What follows belongs to an exercise in optimizing a design on an open flow for small area; a production flow would make more cautious choices. The RTL was checked by simulation tests, not by an equivalence proof against the original design. Power is estimated from default activity; no workload was simulated.

**flow/design.v**
```verilog
package rms_pkg;
    localparam int CNT_W  = 17;
    localparam int SUM_W  = 32;
    localparam int SQ_W   = 47;
endpackage
module running_mean_stddev #(
    parameter int MAX_COUNT   = 65536,
    parameter int FRAC_BITS   = 16
) (
    input  logic        aclk,
    input  logic        aresetn,
    input  logic        s_axis_tvalid,
    output logic        s_axis_tready,
    input  logic [15:0] s_axis_tdata,    
    input  logic        s_axis_tlast,
    output logic        m_axis_tvalid,
    input  logic        m_axis_tready,
    output logic [87:0] m_axis_tdata,    
    input  logic        psel,
    input  logic        penable,
    input  logic        pwrite,
    input  logic [1:0]  paddr,
    input  logic [31:0] pwdata,
    output logic [31:0] prdata,
    output logic        pready
);
    logic [16:0]        cnt;
    logic [31:0]        sum;
    logic [46:0]        sq;
    logic               ovf;
    logic               mode;
    logic               busy, valid;
    logic               accept, go, take;
    logic signed [15:0] xg;
    logic [31:0]        x2;
    logic [16:0]        cnt_n;
    logic [31:0]        sum_n;
    logic [46:0]        sq_n;
    logic               ovf_n;
    assign pready = 1'b1;
    assign prdata = {31'd0, mode};
    assign s_axis_tready = ~(s_axis_tlast & (busy | valid));
    assign accept = s_axis_tvalid & s_axis_tready;
    assign go     = accept & s_axis_tlast;
    assign take   = accept & ~cnt[16];
    assign xg     = take ? s_axis_tdata : 16'd0;
    assign x2     = xg * xg;
    assign cnt_n  = cnt + {16'd0, take};
    assign sum_n  = sum + {{16{xg[15]}}, xg};
    assign sq_n   = sq + {15'd0, x2};
    assign ovf_n  = ovf | (accept & cnt[16]);
    always_ff @(posedge aclk) begin
        if (!aresetn || go) begin
            cnt <= '0;
            sum <= '0;
            sq  <= '0;
            ovf <= 1'b0;
        end else begin
            cnt <= cnt_n;
            sum <= sum_n;
            sq  <= sq_n;
            ovf <= ovf_n;
        end
    end
    always_ff @(posedge aclk) begin
        if (!aresetn) mode <= 1'b0;
        else if (psel && penable && pwrite && paddr == 2'd0) mode <= pwdata[0];
    end
    logic [7:0]  t;
    logic [16:0] N;
    logic        OVF, NEG;
    logic [15:0] RM;         
    logic [31:0] MB;         
    logic [62:0] X;          
    logic [33:0] R;
    logic [32:0] DR;
    logic        brw, seen;
    logic ph0, pY, pQ, pM, pD, pDiv, pSq, sqB, fin, tlastdiv;
    assign ph0  = busy & (t[7:6] == 2'b00);
    assign pY   = ph0 & ~t[5];
    assign pD   = ph0 & t[5] & (t[4:0] >= 5'd15);
    assign pQ   = ph0 & ~pD;
    assign pM   = ph0 & t[5];
    assign pDiv = busy & (t[7:6] == 2'b01);
    assign pSq  = busy & (t[7:6] == 2'b10);
    assign sqB  = ~t[0];
    assign tlastdiv = (t[5:0] == 6'd63);
    assign fin  = busy & (t == 8'd190);
    logic [31:0] mp_in;
    logic        m_eff;
    logic [16:0] nm_in;
    assign mp_in = sum_n ^ {32{sum_n[31]}};
    assign m_eff = mode & (cnt != 17'd0);
    assign nm_in = m_eff ? (cnt[16] ? 17'h0FFFF : cnt) : cnt_n;
    logic [31:0] mp;
    logic        s_t, m_t;
    logic [31:0] ya;
    assign mp  = {RM, MB[31:16]};
    assign s_t = mp[t[4:0]] ^ NEG;
    assign m_t = NEG ? (s_t ^ seen) : s_t;
    assign ya  = R[31:0] + (m_t ? mp : 32'd0) + {31'd0, m_t & NEG};
    logic [15:0] xa_a;
    logic        xa_m;
    logic [16:0] xa;
    assign xa_a = pQ ? X[62:47] : DR[32:17];
    assign xa_m = pQ ? X[0] : DR[0];
    assign xa   = {1'b0, xa_a} + (xa_m ? N : 17'd0);
    logic xbit, ybit, abit, brw_n;
    assign xbit  = pQ ? xa[0] : X[47];
    assign ybit  = pY ? ya[0] : R[0];
    assign abit  = xbit ^ ybit ^ brw;
    assign brw_n = (~xbit & (ybit | brw)) | (ybit & brw);
    logic [16:0] r2m;
    logic [17:0] dm;
    logic        gem;
    assign r2m = {RM, MB[31]};
    assign dm  = {1'b0, r2m} - {1'b0, N};
    assign gem = ~dm[17];
    logic [33:0] r2, bop, diff;
    logic        bor, ge;
    assign r2  = {R[32:0], X[31]};
    assign bop = pSq ? {DR[31:0], 2'b01} : {1'b0, DR};
    assign {bor, diff} = {1'b0, r2} - {1'b0, bop};
    assign ge  = ~bor;
    always_ff @(posedge aclk) begin
        if (!aresetn) begin
            busy  <= 1'b0;
            valid <= 1'b0;
        end else begin
            if (go) busy <= 1'b1;
            else if (fin) busy <= 1'b0;
            if (fin) valid <= 1'b1;
            else if (m_axis_tready) valid <= 1'b0;
        end
    end
    always_ff @(posedge aclk) begin
        if (go) t <= '0;
        else if (busy) t <= t + 8'd1;
    end
    always_ff @(posedge aclk) begin
        if (go) begin
            N   <= cnt_n;
            OVF <= ovf_n;
            NEG <= sum_n[31];
        end
    end
    always_ff @(posedge aclk) begin
        if (go) begin
            RM <= mp_in[31:16];
            MB <= {mp_in[15:0], (sum_n[31] & ~cnt[16]) ? ~cnt[15:0] : 16'd0};
        end else if (pM) begin
            RM <= gem ? dm[15:0] : r2m[15:0];
            MB <= {MB[30:0], gem ^ NEG};
        end
    end
    always_ff @(posedge aclk) begin
        if (go) begin
            seen <= 1'b0;
            brw  <= 1'b0;
        end else if (ph0) begin
            if (pY) seen <= seen | s_t;
            brw <= brw_n;
        end
    end
    always_ff @(posedge aclk) begin
        if (go) X <= {16'd0, sq_n};
        else if (pQ) X <= {xa[16:1], pY & abit, X[46:1]};
        else if (pD) X[62:47] <= {1'b0, X[62:48]};
        else if (pDiv || pSq) X <= {X[61:32], ge, X[30:0], X[62]};
    end
    always_ff @(posedge aclk) begin
        if (go) R <= '0;
        else if (pY) R <= {3'd0, ya[31:1]};
        else if (ph0) R[31:0] <= {abit, R[31:1]};
        else if (pDiv) R <= tlastdiv ? 34'd0 : (ge ? diff : r2);
        else if (pSq) R <= (sqB && ge) ? diff : r2;
    end
    always_ff @(posedge aclk) begin
        if (go) DR <= {16'd0, nm_in};
        else if (pD) DR <= {xa, DR[16:1]};
        else if (pDiv && tlastdiv) DR <= '0;
        else if (pSq && sqB) DR[31:0] <= {DR[30:0], ge};
    end
    assign m_axis_tvalid = valid;
    assign m_axis_tdata  = {5'd0,
                            OVF ? 2'd2 : (N[16:1] == 16'd0 ? 2'd1 : 2'd0),
                            N, DR[31:0], MB};
endmodule
```
**flow/run.sh**
```bash
#!/bin/bash
# synth_recipe.tcl (not shown) runs the flow's synth.tcl, then flattens the netlist and writes it again
# the make line also repeats each setting of config.mk as NAME=value (left out here)
make -C /OpenROAD-flow-scripts/flow DESIGN_CONFIG=/design/flow/config.mk WORK_HOME=/design/flow/orfs CLKGATE_MAP_FILE= SYNTH_SCRIPT=/design/flow/synth_recipe.tcl finish
```
**flow/config.mk**
```make
export PLATFORM = sky130hd
export DESIGN_NAME = running_mean_stddev
export DESIGN_NICKNAME = running_mean_stddev
export VERILOG_FILES = /design/flow/design.v
export SDC_FILE = /design/flow/constraint.sdc
export NUM_CORES = 4
export LEC_CHECK = 0
export CAP_MARGIN = 20
export CORE_MARGIN = 2
export CORE_UTILIZATION = 40
export SLEW_MARGIN = 20
```
**flow/constraint.sdc**
```tcl
create_clock -name core_clock -period 11.0 [get_ports {aclk}]
set_input_delay 2.2000 -clock core_clock [delete_from_list [all_inputs] [get_ports {aclk}]]
set_output_delay 2.2000 -clock core_clock [all_outputs]
set_load 0.01 [all_outputs]
```
==> run summary <==
[kinds of logic (layout without fill, tap and decap cells)]
group,after synthesis,in the layout,synth area share
fa+ha+maj,496,496,0.255
xor+xnor,246,246,0.0685
compound gates,835,835,0.168
buf+inv,653,812,0.0863
flops,306,306,0.236
mux,78,78,0.0289
simple gates,1075,1075,0.158
other cells,2,37,0.000238
[synthesized netlist by cell type, types with 13 or more instances]
cell / instances
sky130_fd_sc_hd__a211oi_1: 32
sky130_fd_sc_hd__a21o_1: 70
sky130_fd_sc_hd__a21oi_1: 264
sky130_fd_sc_hd__a221oi_1: 49
sky130_fd_sc_hd__a31oi_1: 43
sky130_fd_sc_hd__and2_1: 52
sky130_fd_sc_hd__and3_1: 125
sky130_fd_sc_hd__buf_4: 71
sky130_fd_sc_hd__clkbuf_1: 158
sky130_fd_sc_hd__dfxtp_1: 175
sky130_fd_sc_hd__edfxtp_1: 131
sky130_fd_sc_hd__fa_1: 244
sky130_fd_sc_hd__ha_1: 252
sky130_fd_sc_hd__inv_1: 407
sky130_fd_sc_hd__mux2i_1: 63
sky130_fd_sc_hd__nand2_1: 393
sky130_fd_sc_hd__nand2b_1: 28
sky130_fd_sc_hd__nand3_1: 61
sky130_fd_sc_hd__nand4_1: 24
sky130_fd_sc_hd__nor2_1: 257
sky130_fd_sc_hd__nor2b_1: 32
sky130_fd_sc_hd__nor3_1: 42
sky130_fd_sc_hd__nor4_1: 18
sky130_fd_sc_hd__o21a_1: 25
sky130_fd_sc_hd__o21ai_0: 182
sky130_fd_sc_hd__o21bai_1: 29
sky130_fd_sc_hd__o31a_1: 13
sky130_fd_sc_hd__o31ai_1: 16
sky130_fd_sc_hd__or2_2: 17
sky130_fd_sc_hd__xnor2_1: 157
sky130_fd_sc_hd__xor2_1: 88
[final timing paths]
check	to	depth (start not counted)
worst min-delay path	brw$_SDFFE_PP0P_	2
worst max register to register	X[43]$_DFFE_PP_	38
worst max-delay path	X[43]$_DFFE_PP_	38
worst min register to register	brw$_SDFFE_PP0P_	2
[where the power goes]
| part | internal [uW] | leakage, uW | switching (uW) |
|---|---|---|---|
| registers | 1450 | 0.00266 | 194 |
| clock network | 730 | 0.000576 | 523 |
| logic | 4200 | 0.0135 | 4640 |
[routing by layer]
| layer | track usage | vias up |
|---|---|---|
| li1 | - | 12900 |
| met1 | 0.325 | 12800 |
| met2 | 0.339 | 732 |
| met3 | 0.0320 | 91 |
| met4 | 0.0412 | 0 |
| met5 | 0 | - |
[per-stage QoR]
| stage | cell area (um^2) | total power, uW | hold WS (ns) | std cells |
|---|---|---|---|---|
| 2_1_floorplan | 31700 | 7020 | 0.463 | 3726 |
| 3_3_place_gp | 34700 | 10200 | 0.485 | 4865 |
| 3_5_place_dp | 34700 | 10300 | 0.493 | 4865 |
| 4_1_cts | 35900 | 11600 | 0.501 | 4934 |
| 5_1_grt | 36100 | 12800 | 0.532 | 4935 |
| 6_report | 36100 | 11700 | 0.504 | 4935 |
[what timing repair did]
item                                   CTS  global route
endpoints found under the hold margin    0             0
resized for setup                        0            28
setup buffers                            0             1
setup endpoints to repair                0            43
[state kept, by name, indices dropped and copies added, names as in the netlist]
name,count
ovf,1
R,33
MB,32
DR,33
mode,1
cnt,17
t,8
busy,1
RM,16
brw,1
sum,32
N,17
sq,47
OVF,1
valid,1
X,63
seen,1
NEG,1
[layout make-up]
class | instances | share of cell area
multi-input combinational | 2767 | 0.603
clock inverter | 19 | 0.00500
inverter | 408 | 0.0425
timing repair buffer | 335 | 0.0782
sequential | 306 | 0.206
tap | 1050 | 0.0364
clock buffer | 50 | 0.0285
[worst max-delay path: cells and delay by family]
| kind | cells | cell delay, ns |
|---|---|---|
| adder cells (fa/ha/maj) | 8 | 3.61 |
| AO/OA/AOI/OAI | 14 | 2.65 |
| buffers and inverters | 9 | 1.30 |
| AND/OR/NAND/NOR | 5 | 0.68 |
| XOR/XNOR | 2 | 0.40 |
==> run_summary.xml <==
<?xml version="1.0" encoding="UTF-8"?>
<metrics>
  <group name="clocking">
    <metric name="cts_htree_levels" unit="">2</metric>
    <metric name="tritoncts_clock_tree" unit="">yes</metric>
    <metric name="cts_root_buffer" unit="">sky130_fd_sc_hd__clkbuf_16</metric>
    <metric name="path_clk_slew" unit="ns">0.06</metric>
    <metric name="hold_buffers" unit="">0</metric>
    <metric name="numCtsBuffers" unit="">38</metric>
    <metric name="clock_tree.buffer_depth" unit="">3</metric>
    <metric name="cts_sinks" unit="">306</metric>
    <metric name="clk-insertion-delay-late" unit="ns">0.56</metric>
  </group>
  <group name="floorplan">
    <metric name="die_area" unit="um^2">81200</metric>
    <metric name="row_count" unit="">103</metric>
    <metric name="pin_count" unit="">181</metric>
    <metric name="dieWidth" unit="um">285</metric>
    <metric name="design.core.area" unit="um^2">78600</metric>
    <metric name="start_util" unit="">0.402</metric>
    <metric name="chipHeight" unit="um">285</metric>
  </group>
  <group name="pwr">
    <metric name="leak_pwr" unit="uW">0.0167</metric>
    <metric name="power_per_cell_area" unit="nW/um^2">326</metric>
    <metric name="peakVddDrop" unit="mV">0.424</metric>
  </group>
  <group name="critical_path">
    <metric name="worstSetupPathType" unit="">in2reg</metric>
    <metric name="worstReg2RegStart" unit="">busy$_SDFFE_PN0P_</metric>
    <metric name="critPathLaunchType" unit="">input pin</metric>
    <metric name="critical-path-max-stage-delay" unit="ns">0.56</metric>
    <metric name="arrival" unit="ns">10.88</metric>
    <metric name="setup.worst_path.start" unit="">s_axis_tlast</metric>
    <metric name="path_max_fanout" unit="">9</metric>
    <metric name="timing.critical_path.to_type" unit="">flip-flop</metric>
    <metric name="cp_data_required_time" unit="ns">11.28</metric>
    <metric name="timing.critical_path.mode_cell" unit="">sky130_fd_sc_hd__fa_1</metric>
    <metric name="reg2reg_slack" unit="ns">1.90</metric>
    <metric name="slowest_stage" unit="">sky130_fd_sc_hd__fa_1</metric>
  </group>
  <group name="placement">
    <metric name="dpl_worst_slack" unit="ns">-0.516</metric>
    <metric name="gp_routability_congestion" unit="">0.956</metric>
    <metric name="hpwl" unit="um">69700</metric>
    <metric name="portbufs" unit="">112</metric>
  </group>
  <group name="global_routing">
    <metric name="overflow" unit="">0</metric>
    <metric name="first_pass_grt_wire_length" unit="um">143000</metric>
    <metric name="grt_pass1_vias" unit="">25300</metric>
    <metric name="grt_start_max_net_pins" unit="">91</metric>
    <metric name="groute.usage.overall" unit="">0.219</metric>
    <metric name="grt_antenna_before_repair" unit="">1</metric>
  </group>
  <group name="layout">
    <metric name="fraction_of_layout_cells_with_a_size_suffix_above_1" unit="">0.0924</metric>
    <metric name="layout.cells.most_common_list" unit="">sky130_fd_sc_hd__inv_1 (407), sky130_fd_sc_hd__nand2_1 (390), sky130_fd_sc_hd__a21oi_1 (262)</metric>
    <metric name="utilization" unit="">0.459</metric>
    <metric name="syn2layout_area_growth" unit="%">14.2</metric>
    <metric name="antenna-diode-count" unit="">0</metric>
    <metric name="num-fill-cells" unit="">7786</metric>
    <metric name="layout.cells.most_common" unit="">sky130_fd_sc_hd__inv_1</metric>
    <metric name="fin_nets" unit="">4410</metric>
    <metric name="sequential_cell_area" unit="um^2">7440</metric>
    <metric name="multi_input_gate_area" unit="um^2">21800</metric>
  </group>
  <group name="routing">
    <metric name="wl_met2" unit="um">40100</metric>
    <metric name="drt_pass1_iterations" unit="">6</metric>
    <metric name="detailroute.via_count" unit="">26500</metric>
    <metric name="routed_wire_length_per_instance" unit="um">18.3</metric>
    <metric name="dr_wl_met3" unit="um">6000</metric>
    <metric name="drt-initial-drc-count" unit="">2359</metric>
    <metric name="top_layer_reached_by_signal_wires" unit="">met4</metric>
    <metric name="remaining_drc_errors" unit="">0</metric>
    <metric name="routed_via_density" unit="">5.37</metric>
    <metric name="ant_nets" unit="">0</metric>
    <metric name="finalWirelength" unit="um">90300</metric>
    <metric name="routedLengthMet1" unit="um">42600</metric>
  </group>
  <group name="logic_synthesis">
    <metric name="synth.lib_cells_used.distinct" unit="">75</metric>
    <metric name="seq_area_frac_synth" unit="">0.236</metric>
    <metric name="async_flop_share" unit="">0</metric>
    <metric name="postSynthAreaPerCell" unit="um^2">8.55</metric>
    <metric name="postSynthCellCount" unit="">3691</metric>
    <metric name="number_of_enable_flip_flop_cells_after_synthesis" unit="">131</metric>
    <metric name="synth_area_leader_cell" unit="">sky130_fd_sc_hd__fa_1</metric>
    <metric name="synth-seq-cells" unit="">306</metric>
    <metric name="synth_ff_type" unit="">sky130_fd_sc_hd__dfxtp_1</metric>
    <metric name="netlist_top_cells_area" unit="">sky130_fd_sc_hd__fa_1 (15%), sky130_fd_sc_hd__edfxtp_1 (12%), sky130_fd_sc_hd__dfxtp_1 (11%), sky130_fd_sc_hd__ha_1 (10%), sky130_fd_sc_hd__inv_1 (4.8%)</metric>
    <metric name="yosysTopAreaCellShare" unit="">0.155</metric>
    <metric name="synthesis.yosys.warnings" unit="">1</metric>
    <metric name="syn_area" unit="um^2">31600</metric>
  </group>
  <group name="timing">
    <metric name="unrepaired_setup_endpoints_after_global_routing" unit="">yes</metric>
    <metric name="min_period_over_period" unit="">0.963</metric>
    <metric name="report.final.setup_viol" unit="">0</metric>
    <metric name="timing.fmax" unit="MHz">94.4</metric>
    <metric name="final.min_clock_period" unit="ns">10.60</metric>
    <metric name="setup_tns" unit="ns">0</metric>
    <metric name="slew_violations" unit="">0</metric>
    <metric name="worst_pin_slew" unit="ns">1.05</metric>
    <metric name="worst_slack" unit="ns">0.402</metric>
    <metric name="timing.clock.skew" unit="ns">0.0174</metric>
    <metric name="timing.max_slew.rel_slack" unit="">0.296</metric>
    <metric name="report.final.hold_viol_count" unit="">0</metric>
  </group>
  <group name="status">
    <metric name="run_status" unit="">timing/DRC/antenna clean</metric>
  </group>
  <group name="worst_hold_path">
    <metric name="hold_path_startpoint" unit="">brw$_SDFFE_PP0P_</metric>
    <metric name="path_type_of_the_worst_min_delay_path" unit="">reg2reg</metric>
  </group>
  <group name="run">
    <metric name="max-cap-violations" unit="">0</metric>
  </group>
</metrics>

## static timing again, ports no longer ideal
In the flow no input, the clock included, has a driving cell. The finished layout below was timed again as built, in two steps.
Step 1 sets driving cells, clkbuf_16 on the clock port and buf_2 on the other inputs (assumed; they add their load-dependent delay and slew).
Step 2 also shifts input and output timing later by t, the mid clock arrival at the registers, as if the neighbouring blocks saw the same clock.
Slacks: ideal / step 1 / step 2; pairs: ideal / step 1.
shift t [ns]: 0.607
setup WS [ns]: 0.402 / 0.436 / -0.172
worst setup path after step 2: input to register
worst register clock-pin slew, ns: 0.06 / 0.06
worst slew at a driven data input, ns: 0.05
With both steps, setup timing fails in this run, where it was met with ideal ports. For this run, drivers alone change the setup slack by +0.034 ns; drivers and shift together by -0.574 ns.
